This design comes from an exercise in tuning for small area on the open sky130 flow, not from production work. Where RTL was checked, it was by simulation tests only, not by an equivalence proof against the original.

== rev 12 ==
==> flow/design.v <==
module registerFile
(
    input  logic       clk,
    input  logic       clr,       
    input  logic       we,
    input  logic [4:0] wAddr,
    input  logic [1:0] wDigit,
    input  logic [4:0] rAddr,
    output logic [1:0] rDigit
);
    logic [31:0] regs [1:31];
    logic [1:0]  outs [0:31];
    logic [3:0]  selHi;
    logic [7:0]  selLo;
    logic [1:0]  wd;
    always_comb begin
        for (int i = 0; i < 4; i++) selHi[i] = clr || (we && wAddr[4:3] == 2'(i));
        for (int i = 0; i < 8; i++) selLo[i] = clr || wAddr[2:0] == 3'(i);
        wd = wDigit & {2{!clr}};
    end
    always_ff @(posedge clk) begin
        for (int i = 1; i < 32; i++) begin
            regs[i] <= {(selHi[i / 8] && selLo[i % 8]) ? wd : regs[i][1:0], regs[i][31:2]};
        end
    end
    always_comb begin
        outs[0] = 2'b00;
        for (int i = 1; i < 32; i++) outs[i] = regs[i][1:0];
    end
    function automatic logic [1:0] mux4(input logic [1:0] s, input logic [1:0] a,
                                        input logic [1:0] b, input logic [1:0] c,
                                        input logic [1:0] d);
        case (s)
            2'd0: mux4 = a;
            2'd1: mux4 = b;
            2'd2: mux4 = c;
            default: mux4 = d;
        endcase
    endfunction
    function automatic logic [1:0] rd32(input logic [4:0] a);
        logic [1:0] l1 [0:7];
        logic [1:0] l2 [0:1];
        for (int j = 0; j < 8; j++) l1[j] = mux4(a[1:0], outs[4*j], outs[4*j+1], outs[4*j+2], outs[4*j+3]);
        for (int j = 0; j < 2; j++) l2[j] = mux4(a[3:2], l1[4*j], l1[4*j+1], l1[4*j+2], l1[4*j+3]);
        rd32 = a[4] ? l2[1] : l2[0];
    endfunction
    assign rDigit = rd32(rAddr);
endmodule
module mipsCpuBus
#(
    parameter logic [31:0] resetVector = 32'hBFC00000
) (
    input  logic        clk,
    input  logic        reset,
    output logic        active,
    output logic [31:0] registerV0,
    output logic [31:0] address,
    output logic        read,
    output logic        write,
    input  logic        waitrequest,
    output logic [31:0] writedata,
    output logic [3:0]  byteenable,
    input  logic [31:0] readdata
);
    localparam logic [3:0] S_FETCH = 4'd0;   
    localparam logic [3:0] S_W1    = 4'd1;   
    localparam logic [3:0] S_EX0   = 4'd6;   
    localparam logic [3:0] S_EX1   = 4'd2;   
    localparam logic [3:0] S_MEM   = 4'd3;   
    localparam logic [3:0] S_W2    = 4'd4;   
    localparam logic [3:0] S_EX2   = 4'd5;   
    localparam logic [3:0] S_HALT  = 4'd7;   
    localparam logic [3:0] S_DONE  = 4'd8;   
    localparam logic [3:0] S_W2L   = 4'd9;   
    localparam logic [3:0] S_EX2L  = 4'd10;  
    logic [3:0]  state;
    logic [3:0]  ph;
    logic        clr;        
    logic        pend;       
    logic        flag;       
    logic        cMain;      
    logic        cInc;       
    logic        aZero;      
    logic [29:0] A;          
    logic [31:0] N;          
    logic [31:0] WD;         
    logic [31:0] IR;
    wire first = (ph == 4'd0);
    wire last  = (ph == 4'd15);
    wire ex1   = (state == S_EX1);
    wire ex2   = (state == S_EX2);
    wire ex2L  = (state == S_EX2L);
    wire ex0   = (state == S_EX0);
    wire [5:0] op = IR[31:26];
    wire [5:0] fn = IR[5:0];
    wire isR    = !op[5] && !op[3] && !op[2] && !op[1];
    wire iJ     = !op[5] && !op[3] && op[1];
    wire isBr   = !op[5] && !op[3] && op[2];
    wire iBne   = op[0];
    wire isImm  = !op[5] && op[3];
    wire isMem  = op[5];
    wire iSw    = op[3];
    wire iLw    = isMem && !op[3];
    wire [2:0] f3 = isR ? fn[2:0] : op[2:0];
    wire isAlu  = (isR && fn[5]) || isImm;
    wire isSltC = isAlu && (isR ? fn[3] : (f3[2:1] == 2'b01));
    wire sltU   = f3[0];
    wire isLog  = isAlu && f3[2];
    wire iLui   = isLog && f3[1] && f3[0];
    wire subLike = isAlu && !f3[2] && f3[1];
    wire zext   = isImm && f3[2];
    wire isSh   = isR && !fn[5] && !fn[3];
    wire iSll   = isSh && !fn[1];
    wire isSrl  = isSh && fn[1];
    wire iSra   = fn[0];
    wire iJr    = isR && !fn[5] && fn[3];
    wire wrEx1  = isAlu && !isSltC;
    wire wrEx2  = iLw || isSltC || isSh;
    wire [4:0] dest = ex2L ? WD[4:0] : (isR ? IR[15:11] : IR[20:16]);
    wire [4:0] shamt = IR[10:6];
    function automatic logic needRt(input logic [31:0] w);
        needRt = (!w[31] && !w[29] && !w[28] && !w[27] && w[5])   
              || (!w[31] && !w[29] && w[28])                      
              || (w[31] && w[29]);                                
    endfunction
    wire useRt = ex0 || (ex1 && isSh);
    wire [3:0] shD = shamt[4:1];
    wire       shO = shamt[0];
    logic [1:0] rsD, rtD, wDigit;
    logic       we;
    registerFile u_rf (
        .clk(clk), .clr(clr),
        .we(we), .wAddr(dest), .wDigit(wDigit),
        .rAddr(state == S_HALT ? 5'd2 : (useRt ? IR[20:16] : IR[25:21])),
        .rDigit(rsD)
    );
    assign rtD = WD[1:0];
    logic [3:0] k;
    logic [1:0] irD, immD, luiD, offD, jD, prevD;
    always_comb begin
        k = {ph[3] ^ (iLui && !ex2L), ph[2:0]};
        irD = IR[2*k +: 2];
    end
    function automatic logic lt4(input logic [3:0] a, input logic [3:0] b);
        lt4 = (!a[3] && b[3])
           || (a[3] == b[3] && ((!a[2] && b[2])
           || (a[2] == b[2] && ((!a[1] && b[1])
           || (a[1] == b[1] && !a[0] && b[0])))));
    endfunction
    wire sgn = IR[15];
    assign immD = !ph[3] ? irD : (zext ? 2'b00 : {sgn, sgn});
    assign luiD = ph[3] ? irD : 2'b00;
    assign offD = first ? 2'b00 : ((!ph[3] || ph[2:0] == 3'd0) ? prevD : {sgn, sgn});
    logic [1:0] pcD;
    logic       cIncOut;
    always_comb begin
        logic [2:0] s;
        s = {1'b0, A[1:0]} + {2'b00, (ph == 4'd1) ? 1'b1 : cInc};
        pcD = first ? 2'b00 : s[1:0];
        cIncOut = s[2];
    end
    assign jD = first ? 2'b00 : (!(ph[3] && ph[2] && ph[1]) ? prevD : pcD);
    logic [1:0] aOp, bRaw, sum, aluD;
    logic       cOut;
    always_comb begin
        logic [2:0] s;
        aOp  = isBr ? pcD : rsD;
        bRaw = isBr ? offD : (isR ? rtD : immD);
        s = {1'b0, aOp} + {1'b0, bRaw ^ {2{subLike}}}
          + {2'b00, first ? subLike : cMain};
        sum  = s[1:0];
        cOut = s[2];
        if (!isLog) aluD = sum;
        else case (f3[1:0])
            2'b00: aluD = rsD & bRaw;
            2'b01: aluD = rsD | bRaw;
            2'b10: aluD = rsD ^ bRaw;
            default: aluD = luiD;
        endcase
    end
    wire eqD   = (rsD == rtD);
    wire taken = (flag && eqD) ^ iBne;
    wire lt    = sltU ? !cOut
               : ((rsD[1] ^ bRaw[1]) ? rsD[1] : sum[1]);
    wire [3:0] m       = ~ph;
    wire       dLeM    = !lt4(m, shD);
    wire       dEqM    = (shD == m);
    wire       sllMask = ex2 && iSll && lt4(ph, shD);
    wire [1:0] fillSh  = iSra ? {WD[31], WD[31]} : 2'b00;
    logic       wdSh;
    logic [1:0] wdIn;
    always_comb begin
        wdSh = 1'b0;
        wdIn = rsD;
        case (state)
            S_EX0: wdSh = 1'b1;
            S_EX1: begin
                if (isSrl || (isR && fn[5]) || isBr) wdSh = 1'b1;
                if (iSll) wdSh = dLeM;
            end
            S_W2: begin
                if (isSrl) wdSh = !dLeM || (shO && dEqM);
                wdIn = fillSh;
            end
            S_EX2: begin
                wdSh = iSll || isSrl;
                wdIn = fillSh;
            end
            S_HALT: wdSh = 1'b1;
            default: ;
        endcase
    end
    logic [1:0] ex2D, mCur;
    always_comb begin
        mCur = sllMask ? 2'b00 : WD[1:0];
        if (ex2L) ex2D = irD;
        else if (isSltC) ex2D = first ? {1'b0, flag} : 2'b00;
        else if (iSll) ex2D = shO ? {mCur[0], first ? 1'b0 : flag} : mCur;
        else ex2D = shO ? {WD[0], flag} : WD[1:0];
    end
    assign we = (ex1 && wrEx1) || (ex2 && wrEx2) || ex2L;
    assign wDigit = ex1 ? aluD : ex2D;
    wire       aSh = !first && (ex1 || ex2L || (ex2 && isMem));
    wire [1:0] aIn = (ex1 && isMem) ? sum : ((!ex1 || pend) ? N[1:0] : pcD);
    logic       nUpd;
    logic [1:0] nD;
    always_comb begin
        nUpd = ex1 && ((isMem && !pend) || isBr || iJ || iJr);
        if (isMem) nD = pcD;
        else if (iJ) nD = jD;
        else if (iJr) nD = rsD;
        else nD = sum;
    end
    assign read = (state == S_FETCH && !aZero) || (state == S_MEM && iLw);
    assign write = (state == S_MEM) && iSw;
    assign address = {A, 2'b00};
    assign writedata = WD;
    assign byteenable = 4'b1111;
    assign active = (state != S_DONE);
    assign registerV0 = WD;
    always_ff @(posedge clk) begin
        N <= {nUpd ? nD : N[1:0], N[31:2]};
        if (aSh) begin
            A <= {aIn, A[29:2]};
            aZero <= (ph == 4'd1 || aZero) && aIn == 2'b00;
        end
        cInc <= cIncOut;
        prevD <= irD;
        cMain <= cOut;
        if (wdSh) begin
            WD <= {wdIn, WD[31:2]};
            flag <= sllMask ? 1'b0 : WD[1];
        end else if (ex1 && iLw) begin
            WD[4:0] <= IR[20:16];
        end
        if (read && !waitrequest) IR <= readdata;
        if (ex1) begin
            if (isBr) flag <= first ? eqD : (flag && eqD);
            else if (last && isSltC) flag <= lt;
        end
        if (reset) begin
            state <= S_FETCH;
            ph <= 4'd0;
            clr <= 1'b1;
            A <= resetVector[31:2];
            aZero <= (resetVector[31:2] == 30'd0);
            pend <= 1'b0;
        end else begin
            ph <= ph + 4'd1;
            if (last) clr <= 1'b0;
            if (ex1 && last) pend <= isBr ? taken : (iJ || iJr);
            case (state)
                S_FETCH: begin
                    if (aZero) begin
                        if (last) state <= S_HALT;
                    end
                    else if (!waitrequest) begin
                        if (!last) state <= S_W1;
                        else state <= needRt(readdata) ? S_EX0 : S_EX1;
                    end
                end
                S_W1: if (last) state <= needRt(IR) ? S_EX0 : S_EX1;
                S_EX0: if (last) state <= S_EX1;
                S_EX1: if (last) begin
                    if (isMem) state <= S_MEM;
                    else if (isSrl) state <= S_W2;
                    else if (isSltC || iSll) state <= S_EX2;
                    else state <= S_FETCH;
                end
                S_MEM: if (!waitrequest) begin
                    if (iLw) state <= last ? S_EX2L : S_W2L;
                    else state <= last ? S_EX2 : S_W2;
                end
                S_W2L: if (last) state <= S_EX2L;
                S_EX2L: if (last) state <= S_FETCH;
                S_W2: if (last) state <= S_EX2;
                S_EX2: if (last) state <= S_FETCH;
                S_HALT: if (last) state <= S_DONE;
                default: state <= S_DONE;
            endcase
        end
    end
endmodule
Settings: LEC_CHECK=0, ABC_AREA=1, CAP_MARGIN=20, CORE_MARGIN=2, CORE_UTILIZATION=60, CTS_BUF_LIST=sky130_fd_sc_hd__clkbuf_8, CTS_CLUSTER_DIAMETER=50, CTS_CLUSTER_SIZE=20, SLEW_MARGIN=20, SYNTH_HIERARCHICAL=1; clock period 10.0 ns.
standard.sh (not shown) runs the stock make flow with config.mk's settings and CLKGATE_MAP_FILE= SYNTH_SCRIPT=/design/flow/synth_recipe.tcl, a recipe that flattens the netlist after the stock synthesis.
==> flow/flow/run.sh <==
#!/bin/bash
# The standard layout, with two changes: clock tree synthesis inserts no
# dummy loads, and the port buffers use the smallest buffer cell.
set -euo pipefail
export CTS_ARGS="-sink_clustering_enable -repair_clock_nets -sink_clustering_size 20 -sink_clustering_max_diameter 50 -buf_list sky130_fd_sc_hd__clkbuf_8 -dont_use_dummy_load"
export BUFFER_PORTS_ARGS="-buffer_cell sky130_fd_sc_hd__buf_1"
bash standard.sh > flow_standard.log 2>&1
Changes in rev 13 relative to rev 12:
--- a/flow/design.v
+++ b/flow/design.v
@@ -218,22 +218,28 @@
         else if (iSll) ex2D = shO ? {mCur[0], first ? 1'b0 : flag} : mCur;
         else ex2D = shO ? {WD[0], flag} : WD[1:0];
     end
     assign we = (ex1 && wrEx1) || (ex2 && wrEx2) || ex2L;
     assign wDigit = ex1 ? aluD : ex2D;
-    wire       aSh = !first && (ex1 || ex2L || (ex2 && isMem));
-    wire [1:0] aIn = (ex1 && isMem) ? sum : ((!ex1 || pend) ? N[1:0] : pcD);
+    wire       aSh = !first && (clr || ex1 || ex2L || (ex2 && isMem));
+    logic [1:0] aIn;
+    always_comb begin
+        if (clr) aIn = resetVector[2*ph +: 2];
+        else if (ex1 && isMem) aIn = sum;
+        else if (!ex1 || pend) aIn = N[1:0];
+        else aIn = pcD;
+    end
     logic       nUpd;
     logic [1:0] nD;
     always_comb begin
         nUpd = ex1 && ((isMem && !pend) || isBr || iJ || iJr);
         if (isMem) nD = pcD;
         else if (iJ) nD = jD;
         else if (iJr) nD = rsD;
         else nD = sum;
     end
-    assign read = (state == S_FETCH && !aZero) || (state == S_MEM && iLw);
+    assign read = (state == S_FETCH && !aZero && !clr) || (state == S_MEM && iLw);
     assign write = (state == S_MEM) && iSw;
     assign address = {A, 2'b00};
     assign writedata = WD;
     assign byteenable = 4'b1111;
     assign active = (state != S_DONE);
@@ -260,26 +266,22 @@
         end
         if (reset) begin
             state <= S_FETCH;
             ph <= 4'd0;
             clr <= 1'b1;
-            A <= resetVector[31:2];
-            aZero <= (resetVector[31:2] == 30'd0);
             pend <= 1'b0;
         end else begin
             ph <= ph + 4'd1;
             if (last) clr <= 1'b0;
             if (ex1 && last) pend <= isBr ? taken : (iJ || iJr);
             case (state)
                 S_FETCH: begin
-                    if (aZero) begin
+                    if (clr) ;
+                    else if (aZero) begin
                         if (last) state <= S_HALT;
                     end
-                    else if (!waitrequest) begin
-                        if (!last) state <= S_W1;
-                        else state <= needRt(readdata) ? S_EX0 : S_EX1;
-                    end
+                    else if (!waitrequest) state <= S_W1;
                 end
                 S_W1: if (last) state <= needRt(IR) ? S_EX0 : S_EX1;
                 S_EX0: if (last) state <= S_EX1;
                 S_EX1: if (last) begin
                     if (isMem) state <= S_MEM;
## What came out
The final layout from rev 13, which completed every stage, passed the timing, design-rule and antenna checks at the end of the flow. Summary of rev 13 over rev 12: final design area excluding fillers held, data required time at the worst endpoint now sits at about the same level, number of fill cells fell by 112. Per the comparison of rev 13 with rev 12, average size of a mapped cell up about 5.4%, area of the die flat, die height flat. A cell with the largest stage delay on the worst path of sky130_fd_sc_hd__nor2_2 is what rev 12 shows, while sky130_fd_sc_hd__nand2_1 belongs to rev 13.
No functional check of the RTL was part of rev 13.

==> afterwards: timing with drivers on the ports <==
The results above use ideal ports. As a check the final layouts listed here were re-extracted and re-timed, cells and wires unchanged. Step 1 (the two cells are an assumption about what drives the block):
set clk [get_ports {clk}]
set_driving_cell -lib_cell sky130_fd_sc_hd__clkbuf_16 $clk
set_driving_cell -lib_cell sky130_fd_sc_hd__buf_2 [delete_from_list [all_inputs] $clk]
Step 2 times the ports against the registers' clock, not the clock port: input delays grow and output delays shrink by t, the midpoint of the rising clock arrivals with the driver on. a / b / c = ideal / step 1 / step 2; a / b = the first two.
| run | t, ns | slack for setup (ns) | worst setup path at the end | latest minus earliest clock arrival (ns) | pins driven straight from the clock port |
|---|---|---|---|---|---|
| rev 12 | 0.681 | 3.554 / 3.554 / 3.554 | register to register | 0.099 / 0.099 | 1 |
| rev 13 | 0.690 | 3.964 / 3.964 / 3.964 | register to register | 0.082 / 0.082 | 1 |
After both steps setup and hold are still met in every run listed.
